From an optimization exercise on the open Yosys and OpenROAD flow, aimed at small area; shortcuts taken in it are not production practice. Function was checked by simulation only, so behaviour that the tests miss may differ from the original. Power figures rest on the tool's default switching activity, not on a simulated workload.

Design wb_regfile, start of the top module:
module wb_regfile #(
  parameter logic [31:0] SP_INIT = 32'h0001_0000
) (
  input  logic        clk_in,
  input  logic        rst_in,
  input  logic        rdy_in,
  input  logic [4:0]  wb_rd_addr,
  input  logic [31:0] wb_rd_val,
  input  logic [6:0]  wb_ins_type,
  input  logic        iss_valid,
  input  logic [4:0]  iss_rd_addr,
  input  logic [4:0]  rs1_addr,
  input  logic [4:0]  rs2_addr,
  output logic [31:0] rs1_val,
  output logic [31:0] rs2_val,
  output logic        rs1_busy,
  output logic        rs2_busy,
  output logic        stall_req
);
For scale: roughly 3500 cells after synthesis, about 1100 flip-flops, ~130 I/O pins, roughly 39000 µm² of cells after synthesis.
clock: 8.0 ns
lec_check: 0
cap_margin: 20
core_margin: 2
core_utilization: 45
cts_buf_list: sky130_fd_sc_hd__clkbuf_8
cts_cluster_diameter: 100
cts_cluster_size: 15
setup_slack_margin: 0.3
slew_margin: 20
synth_hierarchical: 1
synth_minimum_keep_size: 0
standard.sh (not shown) runs the stock make flow with config.mk's settings and CLKGATE_MAP_FILE= SYNTH_SCRIPT=/design/flow/synth_recipe.tcl, a recipe that flattens the netlist after the stock synthesis.
==> flow/flow/run.sh <==
#!/bin/bash
# Standard ORFS layout (the standard.sh) with two changes:
# - every input and output port still gets its own buffer, but a buf_1 instead of the
#   slow clkdlybuf4s50_1 that buffer_ports picks by default;
# - before global placement, weak drivers of high-fanout nets (the per-register decode
#   gates) are upsized to their _4 variant, which is smaller than the driver plus the
#   buffer the resizer would otherwise add.
set -euo pipefail
export BUFFER_PORTS_ARGS="-buffer_cell sky130_fd_sc_hd__buf_1"
export PRE_GLOBAL_PLACE_TCL="$PWD/flow/upsize_drivers.tcl"
bash standard.sh > standard.log 2>&1
==> flow/flow/upsize_drivers.tcl <==
# upsize weak drivers of high-fanout nets to their _4 variant, where that is smaller than
# the driver plus a buffer
set up_map {and2_1 and2_4 and2_0 and2_4 and3_1 and3_4 or2_1 or2_4 or2_0 or2_4 a21o_1 a21o_2}
set n 0
foreach inst [[ord::get_db_block] getInsts] {
  set m [[$inst getMaster] getName]
  if {![regexp {^sky130_fd_sc_hd__(.*)$} $m -> short]} continue
  if {![dict exists $up_map $short]} continue
  set fo 0
  foreach it [$inst getITerms] {
    if {[$it isOutputSignal] && [$it getNet] != "NULL"} { set fo [expr {[llength [[$it getNet] getITerms]] - 1}] }
  }
  if {$fo >= 16} {
    $inst swapMaster [[ord::get_db] findMaster sky130_fd_sc_hd__[dict get $up_map $short]]
    incr n
  }
}
puts "hook: upsized $n drivers"
==> next run, changes <==
- SETUP_SLACK_MARGIN: 0.3 -> not set
After rerunning:
- routed wire length is unchanged
- power does not change
- utilization is unchanged
- sequential share of layout area is unchanged

v39:
The RTL this note starts from:
==> flow/design.v <==
module wbrf_wbit (input logic we, input logic we_n, input logic dp, input logic q,
                  output logic y);
  assign y = ~((we | q) & (we_n | dp));
endmodule
module wbrf_aoi222 (input logic a1, input logic a2, input logic b1, input logic b2,
                    input logic c1, input logic c2, output logic y);
  assign y = ~((a1 & a2) | (b1 & b2) | (c1 & c2));
endmodule
module wbrf_ao221 (input logic a1, input logic a2, input logic b1, input logic b2,
                   input logic c, output logic y);
  assign y = (a1 & a2) | (b1 & b2) | c;
endmodule
module wbrf_nand4 (input logic a, input logic b, input logic c, input logic d,
                   output logic y);
  assign y = ~(a & b & c & d);
endmodule
module wbrf_nand3 (input logic a, input logic b, input logic c, output logic y);
  assign y = ~(a & b & c);
endmodule
module wbrf_nand2 (input logic a, input logic b, output logic y);
  assign y = ~(a & b);
endmodule
module wbrf_or4 (input logic a, input logic b, input logic c, input logic d, output logic y);
  assign y = a | b | c | d;
endmodule
module wbrf_and2 (input logic a, input logic b, output logic y);
  assign y = a & b;
endmodule
module wbrf_and3 (input logic a, input logic b, input logic c, output logic y);
  assign y = a & b & c;
endmodule
module wbrf_or2 (input logic a, input logic b, output logic y);
  assign y = a | b;
endmodule
module wbrf_a21o (input logic a1, input logic a2, input logic b, output logic y);
  assign y = (a1 & a2) | b;
endmodule
module wbrf_hit (input logic we, input logic [4:0] a, input logic [4:0] b, output logic y);
  assign y = we && a == b;
endmodule
module wbrf_xor2 (input logic a, input logic b, output logic y);
  assign y = a ^ b;
endmodule
module wbrf_or3 (input logic a, input logic b, input logic c, output logic y);
  assign y = a | b | c;
endmodule
module wbrf_rdbit #(parameter bit EXTRA = 1'b0) (
  input  logic [31:0] sel,
  input  logic [31:0] d,
  input  logic        extra,
  output logic        y
);
  logic [9:0] l;
  logic [2:0] g;
  logic       h;
  for (genvar k = 0; k < 10; k++) begin : g_aoi
    wbrf_aoi222 u (.a1(sel[3*k]), .a2(d[3*k]), .b1(sel[3*k+1]), .b2(d[3*k+1]),
                   .c1(sel[3*k+2]), .c2(d[3*k+2]), .y(l[k]));
  end
  wbrf_nand4 u_n0 (.a(l[0]), .b(l[1]), .c(l[2]), .d(l[3]), .y(g[0]));
  wbrf_nand4 u_n1 (.a(l[4]), .b(l[5]), .c(l[6]), .d(l[7]), .y(g[1]));
  wbrf_nand2 u_n2 (.a(l[8]), .b(l[9]), .y(g[2]));
  wbrf_ao221 u_a  (.a1(sel[30]), .a2(d[30]), .b1(sel[31]), .b2(d[31]), .c(g[2]), .y(h));
  if (EXTRA) begin : g_x
    wbrf_or4 u_o (.a(g[0]), .b(g[1]), .c(h), .d(extra), .y(y));
  end else begin : g_n
    wbrf_or3 u_o (.a(g[0]), .b(g[1]), .c(h), .y(y));
  end
endmodule
module wbrf_rdport #(parameter logic [31:0] INIT = 32'h0) (
  input  logic [31:0]       sel,    
  input  logic              init,   
  input  logic              ph,
  input  logic [31:0]       wb_val,
  input  logic [31:1][31:0] regs,
  output logic [31:0]       y
);
  for (genvar b = 0; b < 32; b++) begin : g_bit
    logic [31:0] d;
    logic        yp;
    assign d[0] = wb_val[b];
    for (genvar i = 1; i < 32; i++) begin : g_d
      assign d[i] = regs[i][b];
    end
    wbrf_rdbit #(.EXTRA(INIT[b])) u (.sel(sel), .d(d), .extra(init), .y(yp));
    wbrf_xor2 u_x (.a(yp), .b(ph), .y(y[b]));
  end
endmodule
module wb_regfile #(
  parameter logic [31:0] SP_INIT = 32'h0001_0000
) (
  input  logic        clk_in,
  input  logic        rst_in,
  input  logic        rdy_in,
  input  logic [4:0]  wb_rd_addr,
  input  logic [31:0] wb_rd_val,
  input  logic [6:0]  wb_ins_type,
  input  logic        iss_valid,
  input  logic [4:0]  iss_rd_addr,
  input  logic [4:0]  rs1_addr,
  input  logic [4:0]  rs2_addr,
  output logic [31:0] rs1_val,
  output logic [31:0] rs2_val,
  output logic        rs1_busy,
  output logic        rs2_busy,
  output logic        stall_req
);
  logic [31:1][31:0] regs, regs_nxt;
  logic [31:1] valid, valid_nxt;
  logic [31:1] busy, busy_nxt;
  logic        op_we, wb_we, hit1, hit2, init1, init2, valid2_n;
  logic [3:0]  wlo, slo, rlo1, rlo2;
  logic [7:0]  whi, shi, rhi1, rhi2;
  logic [31:1] wr, wr_n, set;
  logic [31:0] sel1, sel2;
  logic        phase, ph1, ph2;
  logic [31:0] wb_dp;
  assign op_we = wb_ins_type == 7'b0110111 || wb_ins_type == 7'b0010111 ||
                 wb_ins_type == 7'b1101111 || wb_ins_type == 7'b1100111 ||
                 wb_ins_type == 7'b0000011 || wb_ins_type == 7'b0010011 ||
                 wb_ins_type == 7'b0110011;
  assign wb_we = op_we && wb_rd_addr != 5'd0;
  wbrf_hit u_hit1 (.we(wb_we), .a(wb_rd_addr), .b(rs1_addr), .y(hit1));
  wbrf_hit u_hit2 (.we(wb_we), .a(wb_rd_addr), .b(rs2_addr), .y(hit2));
  always_comb begin
    for (int j = 0; j < 4; j++) begin
      wlo[j]  = wb_rd_addr[1:0] == 2'(j);
      slo[j]  = iss_rd_addr[1:0] == 2'(j);
      rlo1[j] = rs1_addr[1:0] == 2'(j) && !hit1;
      rlo2[j] = rs2_addr[1:0] == 2'(j) && !hit2;
    end
    for (int k = 0; k < 8; k++) begin
      whi[k]  = wb_rd_addr[4:2] == 3'(k) && rdy_in && op_we;
      shi[k]  = iss_rd_addr[4:2] == 3'(k) && rdy_in && iss_valid;
      rhi1[k] = rs1_addr[4:2] == 3'(k);
      rhi2[k] = rs2_addr[4:2] == 3'(k);
    end
  end
  assign sel1[0] = hit1;
  assign sel2[0] = hit2;
  for (genvar i = 1; i < 32; i++) begin : g_dec
    wbrf_and2  u_wr  (.a(wlo[i % 4]), .b(whi[i / 4]), .y(wr[i]));
    wbrf_nand2 u_wrn (.a(wlo[i % 4]), .b(whi[i / 4]), .y(wr_n[i]));
    wbrf_and2  u_set (.a(slo[i % 4]), .b(shi[i / 4]), .y(set[i]));
    wbrf_and3  u_s1  (.a(rlo1[i % 4]), .b(rhi1[i / 4]), .c(valid[i]), .y(sel1[i]));
    wbrf_and3  u_s2  (.a(rlo2[i % 4]), .b(rhi2[i / 4]), .c(valid[i]), .y(sel2[i]));
    wbrf_a21o  u_bn  (.a1(busy[i]), .a2(wr_n[i]), .b(set[i]), .y(busy_nxt[i]));
    wbrf_or2   u_vn  (.a(valid[i]), .b(wr[i]), .y(valid_nxt[i]));
  end
  assign valid2_n = !valid[2];
  wbrf_and3 u_i1 (.a(rlo1[2]), .b(rhi1[0]), .c(valid2_n), .y(init1));
  wbrf_and3 u_i2 (.a(rlo2[2]), .b(rhi2[0]), .c(valid2_n), .y(init2));
  assign ph1 = phase && |sel1[31:1];
  assign ph2 = phase && |sel2[31:1];
  wbrf_rdport #(.INIT(SP_INIT)) u_rd1 (.sel(sel1), .init(init1), .ph(ph1), .wb_val(wb_rd_val),
                                       .regs(regs), .y(rs1_val));
  wbrf_rdport #(.INIT(SP_INIT)) u_rd2 (.sel(sel2), .init(init2), .ph(ph2), .wb_val(wb_rd_val),
                                       .regs(regs), .y(rs2_val));
  assign rs1_busy = busy[rs1_addr] && rs1_addr != 5'd0 && !hit1;
  assign rs2_busy = busy[rs2_addr] && rs2_addr != 5'd0 && !hit2;
  assign stall_req = rs1_busy || rs2_busy;
  for (genvar b = 0; b < 32; b++) begin : g_dp
    wbrf_xor2 u (.a(wb_rd_val[b]), .b(phase), .y(wb_dp[b]));
  end
  for (genvar i = 1; i < 32; i++) begin : g_wr
    for (genvar b = 0; b < 32; b++) begin : g_b
      wbrf_wbit u (.we(wr[i]), .we_n(wr_n[i]), .dp(wb_dp[b]), .q(regs[i][b]),
                   .y(regs_nxt[i][b]));
    end
  end
  always_ff @(posedge clk_in) regs <= regs_nxt;
  always_ff @(posedge clk_in or posedge rst_in) begin
    if (rst_in) begin
      phase <= 1'b0;
      valid <= '0;
      busy <= '0;
    end else begin
      phase <= !phase;
      valid <= valid_nxt;
      busy <= busy_nxt;
    end
  end
endmodule
export LEC_CHECK = 0
export CAP_MARGIN = 20
export CORE_MARGIN = 2
export CORE_UTILIZATION = 45
export CTS_BUF_LIST = sky130_fd_sc_hd__clkbuf_8
export CTS_CLUSTER_DIAMETER = 100
export CTS_CLUSTER_SIZE = 15
export SLEW_MARGIN = 20
export SYNTH_HIERARCHICAL = 1
export SYNTH_MINIMUM_KEEP_SIZE = 0
create_clock -name core_clock -period 8.0 [get_ports {clk_in}]
Scripts as last shown in full above: flow/flow/run.sh, flow/flow/upsize_drivers.tcl
### v39 -> v47
==> flow/run.sh (new file) <==
#!/bin/bash
# synth_recipe.tcl (not shown) runs the flow's synth.tcl, then flattens the netlist and writes it again
# the make line also repeats each setting of config.mk as NAME=value (left out here)
make -C /OpenROAD-flow-scripts/flow DESIGN_CONFIG=/design/flow/config.mk WORK_HOME=/design/flow/orfs CLKGATE_MAP_FILE= SYNTH_SCRIPT=/design/flow/synth_recipe.tcl finish
-- flow/config.mk --
<<< v39, line 12
export CTS_CLUSTER_DIAMETER = 100
export CTS_CLUSTER_SIZE = 15
export SLEW_MARGIN = 20
>>> v47, line 12
export CTS_CLUSTER_DIAMETER = 100
export CTS_CLUSTER_SIZE = 12
export SETUP_SLACK_MARGIN = 0.6
export SLEW_MARGIN = 20
removed: flow/flow/run.sh
removed: flow/flow/upsize_drivers.tcl
removed: flow/standard.sh
### Flow results
v47 and v39 ended up with roughly the same worst endpoint required time. Compared with v39, in v47 smallest setup slack after layout lower, routed wire length lower, fraction of the cycle the final worst path needs higher, leakage power higher. Initial DRC count of v47 exceeds that of v39 by a few percent. Against v39, cell area in v47 rose by a few percent. Final worst hold slack: v47 lower than v39.
## Diff of input files: v40 against v47
==> flow/flow/run.sh (new file) <==
#!/bin/bash
# Standard ORFS layout (the standard.sh) with two changes:
# - every input and output port still gets its own buffer, but a buf_1 instead of the
#   slow clkdlybuf4s50_1 that buffer_ports picks by default;
# - before global placement, weak drivers of high-fanout nets (the per-register decode
#   gates) are upsized to their _4 variant, which is smaller than the driver plus the
#   buffer the resizer would otherwise add.
set -euo pipefail
export BUFFER_PORTS_ARGS="-buffer_cell sky130_fd_sc_hd__buf_1"
export PRE_GLOBAL_PLACE_TCL="$PWD/flow/upsize_drivers.tcl"
bash standard.sh > standard.log 2>&1
==> flow/flow/upsize_drivers.tcl (new file) <==
# upsize weak drivers of high-fanout nets to their _4 variant, where that is smaller than
# the driver plus a buffer
set up_map {and2_1 and2_4 and2_0 and2_4 and3_1 and3_4 or2_1 or2_4 or2_0 or2_4 a21o_1 a21o_2}
set n 0
foreach inst [[ord::get_db_block] getInsts] {
  set m [[$inst getMaster] getName]
  if {![regexp {^sky130_fd_sc_hd__(.*)$} $m -> short]} continue
  if {![dict exists $up_map $short]} continue
  set fo 0
  foreach it [$inst getITerms] {
    if {[$it isOutputSignal] && [$it getNet] != "NULL"} { set fo [expr {[llength [[$it getNet] getITerms]] - 1}] }
  }
  if {$fo >= 16} {
    $inst swapMaster [[ord::get_db] findMaster sky130_fd_sc_hd__[dict get $up_map $short]]
    incr n
  }
}
puts "hook: upsized $n drivers"
==> flow/standard.sh (new file) <==
#!/bin/bash
# synth_recipe.tcl (not shown) runs the flow's synth.tcl, then flattens the netlist and writes it again
# the make line also repeats each setting of config.mk as NAME=value (left out here)
make -C /OpenROAD-flow-scripts/flow DESIGN_CONFIG=/design/flow/config.mk WORK_HOME=/design/flow/orfs CLKGATE_MAP_FILE= SYNTH_SCRIPT=/design/flow/synth_recipe.tcl "${@:-finish}"
-- flow/config.mk --
<<< v47, line 13
export CTS_CLUSTER_SIZE = 12
export SETUP_SLACK_MARGIN = 0.6
export SLEW_MARGIN = 20
>>> v40, line 13
export CTS_CLUSTER_SIZE = 12
export SLEW_MARGIN = 20
removed: flow/run.sh
## What came out
Portion of the clock cycle consumed by the worst path in the final layout: v47 vs v40, no meaningful difference
Run comparison: v40 cell type of the slowest stage on the worst timing path sky130_fd_sc_hd__and3_4; v47 cell type of the slowest stage on the worst timing path sky130_fd_sc_hd__clkdlybuf4s50_1
Amount of wire on met3 after detailed routing (v40 over v47): increase, about 3.3%
Going from v47 to v40, post-route cell area shrinks by 0.0016 mm^2.
Comparing v40 and v47, met3 routing resource usage after global routing is lower on v47.
Compare v40 and v47 | maximum fanout encountered on the critical timing path higher: v40

separate check: timing with driven ports:
Ports are ideal in the flow. The routed layouts listed here were re-timed in OpenROAD. Step 1, drivers: a clkbuf_16 drives clk_in and a buf_2 each remaining input, both assumed. Step 2 moves the port delays by t, midway between the first and last clock arrival at a register: inputs arrive t later, outputs are due t later. That takes back most of the time a late clock gives input paths. a / b / c = no drivers / after step 1 / after step 2; a / b = the first two.
run	t, ns	setup slack, ns	hold WS [ns]
the first run of note 1	0.804	0.322 / 0.301 / 0.301	0.486 / 0.486 / 0.486
the second run of note 1	0.804	0.322 / 0.301 / 0.301	0.486 / 0.486 / 0.486
v39	0.826	0.479 / 0.458 / 0.458	0.487 / 0.487 / 0.487
v47	0.830	0.447 / 0.424 / 0.424	0.484 / 0.484 / 0.484
v40	0.831	0.450 / 0.429 / 0.429	0.483 / 0.483 / 0.483
After both steps setup and hold are still met in every run listed. For v47, which loses most, drivers alone change the setup slack by -0.023 ns; drivers and shift together by -0.023 ns.
